Source: an optimization exercise on an open RTL-to-GDS flow (aim: small area, a short achievable clock period and few clock cycles). Production flows keep margins and buffers that such runs may drop. Only simulation tests tie the RTL to the original design; equivalence was not proved.

[flow/design.v]
`timescale 1ns/1ps
module noc_mesh_top #(
  parameter bit BYPASS = 1'b1    
) (
  input  logic           clk,
  input  logic           rst_n_i,
  input  logic [3:0]     rx_flit_v_i,
  input  logic [127:0]   rx_flit_i,
  output logic [3:0]     rx_lcrd_v_o,
  output logic [3:0]     tx_flit_v_o,
  output logic [127:0]   tx_flit_o,
  input  logic [3:0]     tx_lcrd_v_i
);
  localparam int NN = 4;
  localparam int DW = 28;         
  localparam int EW = DW + 2;     
  logic [NN-1:0][3:0][EW-1:0] mem;
  logic [NN-1:0][2:0]         wr_ptr;
  logic [NN-1:0][2:0]         rd_ptr;
  logic [NN-1:0][EW-1:0]      in_ent;
  logic [NN-1:0][EW-1:0]      head;
  logic [NN-1:0]              head_v;
  logic [NN-1:0]              pop;
  logic [NN-1:0][1:0]         rr_ptr;
  logic [NN-1:0][2:0]         crd_cnt;
  logic [NN-1:0][DW-1:0]      tx_data;
  logic [NN-1:0]              gnt_v;
  logic [NN-1:0][1:0]         gnt;
  for (genvar s = 0; s < NN; s++) begin : gen_src
    logic empty;
    assign in_ent[s] = {rx_flit_i[32*s+28], rx_flit_i[32*s+30], rx_flit_i[32*s +: DW]};
    assign empty     = (wr_ptr[s] == rd_ptr[s]);
    if (BYPASS) begin : gen_byp
      assign head_v[s] = !empty || rx_flit_v_i[s];
      assign head[s]   = empty ? in_ent[s] : mem[s][rd_ptr[s][1:0]];
    end else begin : gen_nobyp
      assign head_v[s] = !empty;
      assign head[s]   = mem[s][rd_ptr[s][1:0]];
    end
  end
  always_ff @(posedge clk) begin
    for (int s = 0; s < NN; s++)
      if (rx_flit_v_i[s]) mem[s][wr_ptr[s][1:0]] <= in_ent[s];
  end
  always_ff @(posedge clk or negedge rst_n_i) begin
    if (!rst_n_i) begin
      wr_ptr      <= '0;
      rd_ptr      <= '0;
      rx_lcrd_v_o <= '0;
    end else begin
      for (int s = 0; s < NN; s++) begin
        if (rx_flit_v_i[s]) wr_ptr[s] <= wr_ptr[s] + 1'b1;
        if (pop[s]) rd_ptr[s] <= rd_ptr[s] + 1'b1;
      end
      rx_lcrd_v_o <= pop;
    end
  end
  always_comb begin
    int idx;
    pop = '0;
    for (int d = 0; d < NN; d++) begin
      gnt_v[d] = 1'b0;
      gnt[d]   = '0;
      for (int k = 0; k < NN; k++) begin
        idx = (int'(rr_ptr[d]) + k) % NN;
        if (!gnt_v[d] && crd_cnt[d] != '0 && head_v[idx] && head[idx][EW-1 -: 2] == 2'(d)) begin
          gnt_v[d] = 1'b1;
          gnt[d]   = 2'(idx);
        end
      end
      if (gnt_v[d]) pop[gnt[d]] = 1'b1;
    end
  end
  always_ff @(posedge clk or negedge rst_n_i) begin
    if (!rst_n_i) begin
      rr_ptr      <= '0;
      crd_cnt     <= {NN{3'd4}};
      tx_flit_v_o <= '0;
    end else begin
      tx_flit_v_o <= gnt_v;
      for (int d = 0; d < NN; d++) begin
        if (gnt_v[d]) rr_ptr[d] <= gnt[d] + 1'b1;
        case ({gnt_v[d], tx_lcrd_v_i[d]})
          2'b10:   crd_cnt[d] <= crd_cnt[d] - 1'b1;
          2'b01:   crd_cnt[d] <= crd_cnt[d] + 1'b1;
          default: ;
        endcase
      end
    end
  end
  always_ff @(posedge clk) begin
    for (int d = 0; d < NN; d++)
      if (gnt_v[d]) tx_data[d] <= head[gnt[d]][DW-1:0];
  end
  for (genvar d = 0; d < NN; d++) begin : gen_dst
    assign tx_flit_o[32*d +: 32] = {1'b0, 1'(d % 2), 1'b0, 1'(d / 2), tx_data[d]};
  end
endmodule
[flow/run.sh]
#!/bin/bash
# synth_recipe.tcl (not shown) runs the flow's synth.tcl, then flattens the netlist and writes it again
# the make line also repeats each setting of config.mk as NAME=value (left out here)
make -C /OpenROAD-flow-scripts/flow DESIGN_CONFIG=/design/flow/config.mk WORK_HOME=/design/flow/orfs CLKGATE_MAP_FILE= SYNTH_SCRIPT=/design/flow/synth_recipe.tcl finish
[flow/config.mk]
export PLATFORM = sky130hd
export DESIGN_NAME = noc_mesh_top
export DESIGN_NICKNAME = noc_mesh_top
export VERILOG_FILES = /design/flow/design.v
export SDC_FILE = /design/flow/constraint.sdc
export NUM_CORES = 4
export LEC_CHECK = 0
export CAP_MARGIN = 20
export CORE_MARGIN = 2
export CORE_UTILIZATION = 40
export SLEW_MARGIN = 20
[flow/constraint.sdc]
create_clock -name core_clock -period 7.5 [get_ports {clk}]
set_input_delay 1.5000 -clock core_clock [delete_from_list [all_inputs] [get_ports {clk}]]
set_output_delay 1.5000 -clock core_clock [all_outputs]
set_load 0.01 [all_outputs]
==> results of run 1 <==
layer usage:
layer,wire length (um),vias to the layer above
met3,29000,633
met1,68500,18200
met2,76100,3104
li1,-,14700
met5,54,-
met4,12000,8
sequential cells by signal, summed over array words and instances (netlist names), named ones only:
register / flops
crd_cnt: 12
mem: 478
rd_ptr: 12
rr_ptr: 8
rx_lcrd_v_o: 4
tx_data: 112
tx_flit_v_o: 4
wr_ptr: 12
cells by family (layout without fill, tap and decap cells):
logic type,after synthesis,in the layout,synth area share (%)
flip-flops,644,644,37.4
buffers and inverters,422,563,4.53
multiplexers,610,610,25.0
AO/OA/AOI/OAI,1209,1209,21.3
XOR/XNOR,46,46,1.06
other,2,22,0.0197
adder cells (fa/ha/maj),58,58,1.97
AND/OR/NAND/NOR,770,770,8.73
through the flow:
| step | worst slack [ps] |
|---|---|
| 2_1_floorplan | 2050 |
| 3_3_place_gp | 1560 |
| 3_5_place_dp | 1530 |
| 4_1_cts | 2200 |
| 5_1_grt | 1780 |
| 6_report | 1920 |
cells in the mapped netlist, types with 95 or more instances:
master / instances / share of area, %
dfxtp_1: 478 / 25
a22oi_1: 315 / 6.2
nor2_1: 305 / 3.0
clkbuf_1: 267 / 2.6
nand2_1: 264 / 2.6
mux4_2: 260 / 15
o22ai_1: 255 / 4.2
mux2i_1: 212 / 5.6
a21oi_1: 195 / 2.6
o21ai_0: 170 / 2.2
mux2_2: 133 / 3.9
edfxtp_1: 114 / 9.0
a22o_1: 95 / 2.2
worst paths after layout:
check / depth (start not counted) / end
setup reg to reg: 13 / rd_ptr[10]
max in group asynchronous: 1 / rd_ptr[0]
min in group asynchronous: 1 / tx_flit_v_o[3]
setup / recovery: 12 / rd_ptr[4]
hold reg to reg: 2 / mem[433]
hold / removal: 2 / mem[433]
critical path: cells and delay by family:
family / cells / cell delay, ps
buf+inv: 3 / 1400
mux: 2 / 720
fa+ha+maj: 1 / 220
simple gates: 3 / 1090
compound gates: 3 / 1180
area by class of cell:
class / instances / area [um^2] / share of cell area, %
Multi-Input combinational cell: 2709 / 22400 / 50.4
Sequential cell: 644 / 14300 / 32.2
Timing Repair Buffer: 363 / 3350 / 7.53
Clock buffer: 106 / 2180 / 4.89
Tap cell: 1265 / 1580 / 3.56
Clock inverter: 32 / 392 / 0.880
Inverter: 62 / 233 / 0.523
Antenna cell: 6 / 15.0 / 0.0338
==> results by group, run 1 <==
Die
  • Die Height: 313 um
  • Die width: 313 um
  • I/O pins: 274
  • Core Rows: 113
  • Core Area: 94,900 um^2
  • Die ar.: 97,900 um^2
  • Initial Util: 40.2%

Place
  • DP HPWL: 135,000 um
  • Placed Area: 41,900 um^2
  • Placed Instances: 5,042
  • Port Buffers: 249
  • Final GP Congestion: 1.02

Synth
  • Sequential share of the synthesized area: 37.4%
  • Synth Register Bits: 644
  • Post-synth cell types: 75
  • Synth Area per Inst: 10.2 um^2
  • Post-Syn Area: 38,200 um^2
  • Post-synth EDFFs: 114
  • Ys Warns: 1
  • Cells after synthesis: 3,761
  • Post-synth ARST share: 8.07%
  • Dominant synthesized flop cell: dfxtp_1

STA
  • Worst-margin pin slew: 1250 ps
  • Max-slew headroom at the worst pin: 16.0%
  • Final setup vio count: 0
  • F_max: 0.179 GHz
  • Tmin final: 5580 ps
  • RSZ-0062 raised after global routing: false
  • Final hold slack: 447 ps
  • Final worst-path cycle share: 74.4%
  • Max-slew violations: 0
  • Hold Fails Final Rpt: 0
  • Setup TNS: 0 ps
  • Layout Skew: 35.3 ps

Global routing
  • Number of global-route vias before repair: 33,500
  • GRT busiest layer: met2
  • Total gr overflow: 0
  • Met1 usage: 47.9%
  • Initial antenna violation count: 11
  • Total GRT Usage: 36.6%
  • First-pass GRT wire length: 260,000 um
  • Largest net degree at the start of global routing: 62
  • Met2 Use GR: 51.4%
  • Met3 usage: 15.3%

Worst setup path
  • Crit-path max cell delay: 910 ps
  • R2R Setup Slk: 2320 ps
  • Slowest CP cell: nor3_1
  • WS Path Type: in2reg
  • Reg2reg start: rd_ptr[0]
  • Worst EP required: 8040 ps
  • Critical path capture point type: flop
  • CP Launch Type: input port
  • CP Launch Point: rx_flit_i[28]
  • CP cell instances: clkdlybuf4s50_1, buf_4, nor3_1, mux2_2, nor2_1, a211oi_1, nor2_1, a31oi_4, buf_4, ha_1, a221o_1, mux2_1
  • Crit path max fanout: 18
  • Critical Path AT: 6120 ps

Clock network
  • TritonCTS buffer count: 76
  • CTS max path bufs: 3
  • CTS clk-pin slew, worst paths: 70 ps
  • Post-CTS Resized: 0
  • CTS sink cnt: 644
  • Clk root buf: clkbuf_16
  • Clock Latency Late Sink: 680 ps
  • Hold-fix buffers, CTS: 0
  • CTS H-Tree Depth: 3
  • Setup Fix Bufs, Post-CTS: 0
  • CTS tree: built

Route
  • ANT nets after route: 0
  • DR DRC count: 0
  • Initial drt markers: 6,523
  • Detailed Route WL: 186,000 um
  • Drt pass-1 iters: 9
  • Drt via density: 7.07
  • WL per Instance: 35.8 um
  • Vias: 36,700

Flow run
  • Max-Cap Viols: 0

Cells and area
  • Most common cell after layout, fill and taps aside: dfxtp_1
  • Design area: 44,500 um^2
  • Count of non-filler cells in the finished layout: 5,187
  • Core Util, Final: 46.9%
  • Nets@finish: 4,051
  • Area delta synth->final: 16.5%
  • Share of cells above drive strength 1: 17.6%
  • Commonest cells after routing, fill and taps aside: dfxtp_1 (478), a22oi_1 (315), nor2_1 (299), nand2_1 (264), mux4_2 (260)
  • Fill count: 8,941

Worst hold path
  • Hold Path Class: reg2reg
  • Hold wc startpoint: mem[433]

Outcome
  • Run status: complete, no violations
Testbench counts, summed over its fixed seeds: cycles 1,279.
==> run 2, diff against run 1 <==
--- a/flow/design.v
+++ b/flow/design.v
@@ -1,5 +1,3 @@
 `timescale 1ns/1ps
-module noc_mesh_top #(
-  parameter bit BYPASS = 1'b1    
-) (
+module noc_mesh_top (
   input  logic           clk,
@@ -20,21 +18,17 @@
   logic [NN-1:0][EW-1:0]      in_ent;
-  logic [NN-1:0][EW-1:0]      head;
-  logic [NN-1:0]              head_v;
+  logic [NN-1:0][EW-1:0]      q_head;
+  logic [NN-1:0]              empty;
+  logic [NN-1:0][DW-1:0]      head_data;
   logic [NN-1:0]              pop;
-  logic [NN-1:0][1:0]         rr_ptr;
+  logic [NN-1:0][NN-1:0]      last;       
   logic [NN-1:0][2:0]         crd_cnt;
   logic [NN-1:0][DW-1:0]      tx_data;
+  logic [NN-1:0][NN-1:0]      req;        
+  logic [NN-1:0][NN-1:0]      gnt;        
   logic [NN-1:0]              gnt_v;
-  logic [NN-1:0][1:0]         gnt;
   for (genvar s = 0; s < NN; s++) begin : gen_src
-    logic empty;
-    assign in_ent[s] = {rx_flit_i[32*s+28], rx_flit_i[32*s+30], rx_flit_i[32*s +: DW]};
-    assign empty     = (wr_ptr[s] == rd_ptr[s]);
-    if (BYPASS) begin : gen_byp
-      assign head_v[s] = !empty || rx_flit_v_i[s];
-      assign head[s]   = empty ? in_ent[s] : mem[s][rd_ptr[s][1:0]];
-    end else begin : gen_nobyp
-      assign head_v[s] = !empty;
-      assign head[s]   = mem[s][rd_ptr[s][1:0]];
-    end
+    assign in_ent[s]    = {rx_flit_i[32*s+28], rx_flit_i[32*s+30], rx_flit_i[32*s +: DW]};
+    assign empty[s]     = (wr_ptr[s] == rd_ptr[s]);
+    assign q_head[s]    = mem[s][rd_ptr[s][1:0]];
+    assign head_data[s] = empty[s] ? in_ent[s][DW-1:0] : q_head[s][DW-1:0];
   end
@@ -58,15 +52,25 @@
   always_comb begin
-    int idx;
-    pop = '0;
+    logic [NN-1:0] ahead;
     for (int d = 0; d < NN; d++) begin
-      gnt_v[d] = 1'b0;
-      gnt[d]   = '0;
-      for (int k = 0; k < NN; k++) begin
-        idx = (int'(rr_ptr[d]) + k) % NN;
-        if (!gnt_v[d] && crd_cnt[d] != '0 && head_v[idx] && head[idx][EW-1 -: 2] == 2'(d)) begin
-          gnt_v[d] = 1'b1;
-          gnt[d]   = 2'(idx);
+      for (int s = 0; s < NN; s++) begin
+        req[d][s] = (crd_cnt[d] != '0) &&
+                    (empty[s] ? (rx_flit_v_i[s] && in_ent[s][EW-1 -: 2] == 2'(d))
+                              : (q_head[s][EW-1 -: 2] == 2'(d)));
+      end
+      for (int s = 0; s < NN; s++) begin
+        ahead = '0;
+        for (int t = 0; t < NN; t++) begin
+          if (t != s) begin
+            for (int w = 0; w < NN; w++) begin
+              if (((t - w - 1 + 2*NN) % NN) < ((s - w - 1 + 2*NN) % NN)) ahead[t] |= last[d][w];
+            end
+          end
         end
+        gnt[d][s] = req[d][s] && !(|(req[d] & ahead));
       end
-      if (gnt_v[d]) pop[gnt[d]] = 1'b1;
+      gnt_v[d] = |req[d];
+    end
+    for (int s = 0; s < NN; s++) begin
+      pop[s] = 1'b0;
+      for (int d = 0; d < NN; d++) pop[s] |= gnt[d][s];
     end
@@ -75,3 +79,3 @@
     if (!rst_n_i) begin
-      rr_ptr      <= '0;
+      last        <= {NN{4'b1000}};
       crd_cnt     <= {NN{3'd4}};
@@ -81,3 +85,3 @@
       for (int d = 0; d < NN; d++) begin
-        if (gnt_v[d]) rr_ptr[d] <= gnt[d] + 1'b1;
+        if (gnt_v[d]) last[d] <= gnt[d];
         case ({gnt_v[d], tx_lcrd_v_i[d]})
@@ -91,4 +95,7 @@
   always_ff @(posedge clk) begin
-    for (int d = 0; d < NN; d++)
-      if (gnt_v[d]) tx_data[d] <= head[gnt[d]][DW-1:0];
+    for (int d = 0; d < NN; d++) begin
+      tx_data[d] <= '0;
+      for (int s = 0; s < NN; s++)
+        if (gnt[d][s]) tx_data[d] <= head_data[s];
+    end
   end
--- a/flow/config.mk
+++ b/flow/config.mk
@@ -7,2 +7,3 @@
 export LEC_CHECK = 0
+export ABC_CLOCK_PERIOD_IN_PS = 3000
 export CAP_MARGIN = 20
@@ -10,2 +11,4 @@
 export CORE_UTILIZATION = 40
+export CTS_BUF_LIST = sky130_fd_sc_hd__clkbuf_4 sky130_fd_sc_hd__clkbuf_8
+export SETUP_SLACK_MARGIN = 4.5
 export SLEW_MARGIN = 20
==> results by group, run 2 <==
Cells and area
  • Area taken by multi-input logic gates: 25,600 um^2 (was 22,400 um^2)
  • Most common cell after layout, fill and taps aside: dfxtp_1 (unchanged)
  • Reg area: 13,400 um^2 (was 14,300 um^2)
  • Area delta synth->final: 35.4% (was 16.5%)
  • Fill count: 7,898 (was 8,941)
  • Nets@finish: 4,602 (was 4,051)
  • Share of cells above drive strength 1: 31.6% (was 17.6%)
  • Max FFs per register: 478 (unchanged)
  • Commonest cells after routing, fill and taps aside: dfxtp_1 (579), nand2_1 (417), nor2_1 (319), o22ai_1 (318), a22oi_1 (315) (was dfxtp_1 (478), a22oi_1 (315), nor2_1 (299), nand2_1 (264), mux4_2 (260))

Global routing
  • Largest net degree at the start of global routing: 64 (was 62)
  • Total gr overflow: 0 (unchanged)
  • Initial antenna violation count: 16 (was 11)
  • First-pass GRT wire length: 288,000 um (was 260,000 um)
  • Number of global-route vias before repair: 37,400 (was 33,500)
  • Total GRT Usage: 42.4% (was 36.6%)

Die
  • Die ar.: 94,800 um^2 (was 97,900 um^2)
  • Initial Util: 40.3% (was 40.2%)
  • Die width: 308 um (was 313 um)
  • Core Area: 91,500 um^2 (was 94,900 um^2)
  • Core Rows: 111 (was 113)
  • I/O pins: 274 (unchanged)
  • Die Height: 308 um (was 313 um)

Worst setup path
  • Critical Path AT: 4110 ps (was 6120 ps)
  • Slowest CP cell: or2_4 (was nor3_1)
  • R2R Setup Slk: 4070 ps (was 2320 ps)
  • Crit path max fanout: 10 (was 18)
  • Reg2reg start: rd_ptr[0] (unchanged)
  • Worst EP required: 8140 ps (was 8040 ps)
  • R2r worst-path depth: 14 (was 13)
  • Worst reg2reg endpoint: tx_data[78] (was rd_ptr[10])
  • Critical path capture point type: flop (unchanged)
  • CP cell instances: buf_2, buf_12, nor3b_1, nand4_1, buf_4, o2bb2ai_4, o21ai_1, and4_4, or2_4, buf_12, a221oi_4, a211oi_2 (was clkdlybuf4s50_1, buf_4, nor3_1, mux2_2, nor2_1, a211oi_1, nor2_1, a31oi_4, buf_4, ha_1, a221o_1, mux2_1)
  • Crit-path max cell delay: 340 ps (was 910 ps)
  • Dominant cell type by count on the critical path: buf_12
  • WS Path Type: in2reg (unchanged)
  • CP Launch Type: input port (unchanged)
  • CP Launch Point: rx_flit_v_i[1] (was rx_flit_i[28])

Outcome
  • Run status: complete, no violations (unchanged)

Route
  • WL per Instance: 37.5 um (was 35.8 um)
  • ANT nets after route: 0 (unchanged)
  • Vias: 42,000 (was 36,700)
  • Drt via density: 7.36 (was 7.07)
  • Drt pass-1 iters: 10 (was 9)
  • Initial drt markers: 7,604 (was 6,523)
  • Detailed Route WL: 214,000 um (was 186,000 um)
  • DR DRC count: 0 (unchanged)

Synth
  • Sequential share of the synthesized area: 36.2% (was 37.4%)
  • Post-synth ARST share: 9.20% (was 8.07%)
  • Ys Warns: 1 (unchanged)
  • Dominant cells by area after synthesis: dfxtp_1 (32%), mux4_2 (11%), a22oi_1 (6.8%) (was dfxtp_1 (25%), mux4_2 (15%), edfxtp_1 (9.0%))
  • Cells after synthesis: 4,072 (was 3,761)
  • Synth Area per Inst: 9.07 um^2 (was 10.2 um^2)
  • Post-Syn Area: 36,900 um^2 (was 38,200 um^2)
  • Dominant synthesized flop cell: dfxtp_1 (unchanged)
  • Post-synth cell types: 84 (was 75)
  • Synth area leader: dfxtp_1 (unchanged)
  • Commonest cells post-synth: dfxtp_1 (590), nand2_1 (442), o22ai_1 (355), nor2_1 (345), a22oi_1 (334) (was dfxtp_1 (478), a22oi_1 (315), nor2_1 (305), clkbuf_1 (267), nand2_1 (264))
  • Synth Register Bits: 652 (was 644)
  • Post-synth top area share: 32.0% (was 25.1%)
  • Most common cell in the netlist: dfxtp_1 (unchanged)
  • Post-synth EDFFs: 2 (was 114)

STA
  • Worst-margin pin slew: 1400 ps (was 1250 ps)
  • Tmin final: 3470 ps (was 5580 ps)
  • Max-slew violations: 0 (unchanged)
  • Layout Skew: 79.7 ps (was 35.3 ps)
  • RSZ-0062 raised after global routing: true (was false)
  • Hold Fails Final Rpt: 0 (unchanged)
  • Final setup vio count: 0 (unchanged)
  • Final worst-path cycle share: 46.3% (was 74.4%)
  • F_max: 0.288 GHz (was 0.179 GHz)
  • Max-slew headroom at the worst pin: 5.91% (was 16.0%)
  • Setup TNS: 0 ps (unchanged)

Clock network
  • CTS H-Tree Depth: 3 (unchanged)
  • CTS tree: built (unchanged)
  • Clk root buf: clkbuf_8 (was clkbuf_16)
  • Hold-fix buffers, CTS: 0 (unchanged)
  • Clock Latency Late Sink: 860 ps (was 680 ps)
  • TritonCTS buffer count: 116 (was 76)
  • CTS sink cnt: 652 (was 644)
  • CTS max path bufs: 3 (unchanged)
  • CTS clk-pin slew, worst paths: 60 ps (was 70 ps)

Worst hold path
  • Hold Path Class: reg2reg (unchanged)
  • Hold wc startpoint: mem[471] (was mem[433])
  • WHS Path Cells: 2 (unchanged)
  • Min-Delay Endpoint: mem[471] (was mem[433])

Place
  • Port Buffers: 249 (unchanged)
  • Final GP Congestion: 1.04 (was 1.02)
  • DP HPWL: 136,000 um (was 135,000 um)

Flow run
  • Max-Cap Viols: 0 (unchanged)
## run 2: cell count changes after synthesis, sizes merged, moves of 43 or more
cell    previous run  this run
mux4             260       178
edfxtp           114         2
o22ai            255       355
mux2i            213       109
dfxtp            478       590
nand2            264       442
a211oi            10        53
a221oi            10       128
## run 2: how the worst max path moves through the flow
stage | slack (ps) | depth (start not counted) | endpoint
after CTS | 4270 | 8 | rd_ptr[4]
after global routing | 4050 | 12 | tx_data[14]
after detailed placement | 1850 | 10 | tx_data[91]
final | 4030 | 12 | tx_data[12]
after global placement | 1880 | 10 | tx_data[108]
after floorplan | 3830 | 10 | rd_ptr[4]
## run 2: what timing repair did
action                                  4_1_cts  5_1_grt
pin swaps                                   107       91
gates cloned                                 37        8
gates resized for setup                     676      221
endpoints found under the setup margin      756      396
setup buffers                               170       58
## run 2: logic make-up (layout without fill, tap and decap cells)
logic type      after synthesis  count (layout)  share of synthesized area (%)
compound gates             1445            1450                           26.9
mux                         392             392                           17.0
fa+ha+maj                    41              41                           1.47
xor+xnor                     57              57                           1.35
simple gates               1026            1034                           12.0
other cells                   2              24                         0.0203
flops                       652             652                           36.2
buf+inv                     457             873                           4.98
## run 2: metal layers
layer	GRT usage (%)	wire length, um
met1	53.3	73600
met2	58.0	83000
met3	20.2	38700
met4	26.1	18600
met5	0.879	431
## run 2: area by class of cell
class,instances,share of cell area [%]
well taps,1186,2.97
clock inverters,18,0.473
clock buffers,192,4.72
repair buffers,617,13.3
flip-flops and latches,652,26.9
inverters,46,0.393
multi-input cells,2990,51.2
diodes,8,0.0400
## run 2: critical path: cells and delay by family
family,cells,cell delay (ps)
compound gates,4,750
buf+inv,4,820
simple gates,4,990
## run 2: per-stage QoR
stage	worst slack, ps	hold slack, ps	area, um^2	cells	util (%)
2_1_floorplan	3830	420	38100	4086	-
6_report	4030	448	50000	5709	54.6
3_5_place_dp	1850	437	41100	5218	44.9
4_1_cts	4270	451	48000	5635	52.5
5_1_grt	4050	475	50000	5704	54.6
3_3_place_gp	1880	430	41000	5216	44.8
Testbench counts of run 2, summed over its fixed seeds: cycles 1,279.

==> port drivers added, routing unchanged <==
The results above use ideal ports. As a check the final layouts listed here were re-extracted and re-timed, cells and wires unchanged. Step 1 assumes that a clkbuf_16 drives the clock port and a buf_2 every other input. Step 2, shift: input delay + t, output delay - t, t = (earliest + latest rising clock arrival at the registers) / 2. This alone moves slack from input paths to output paths. Three values: ideal, step 1, step 2; two values: the first two.
| run | t, ns | slack for setup (ns) | worst setup path after step 2 | worst register clock-pin slew, ns |
|---|---|---|---|---|
| run 1 | 0.728 | 1.922 / 1.966 / 1.237 | input to register | 0.07 / 0.07 |
| run 2 | 0.894 | 4.026 / 4.062 / 3.168 | input to register | 0.08 / 0.08 |
After both steps setup and hold are still met in every run listed. For run 2, which loses most, drivers alone change the setup slack by +0.036 ns; drivers and shift together by -0.858 ns.
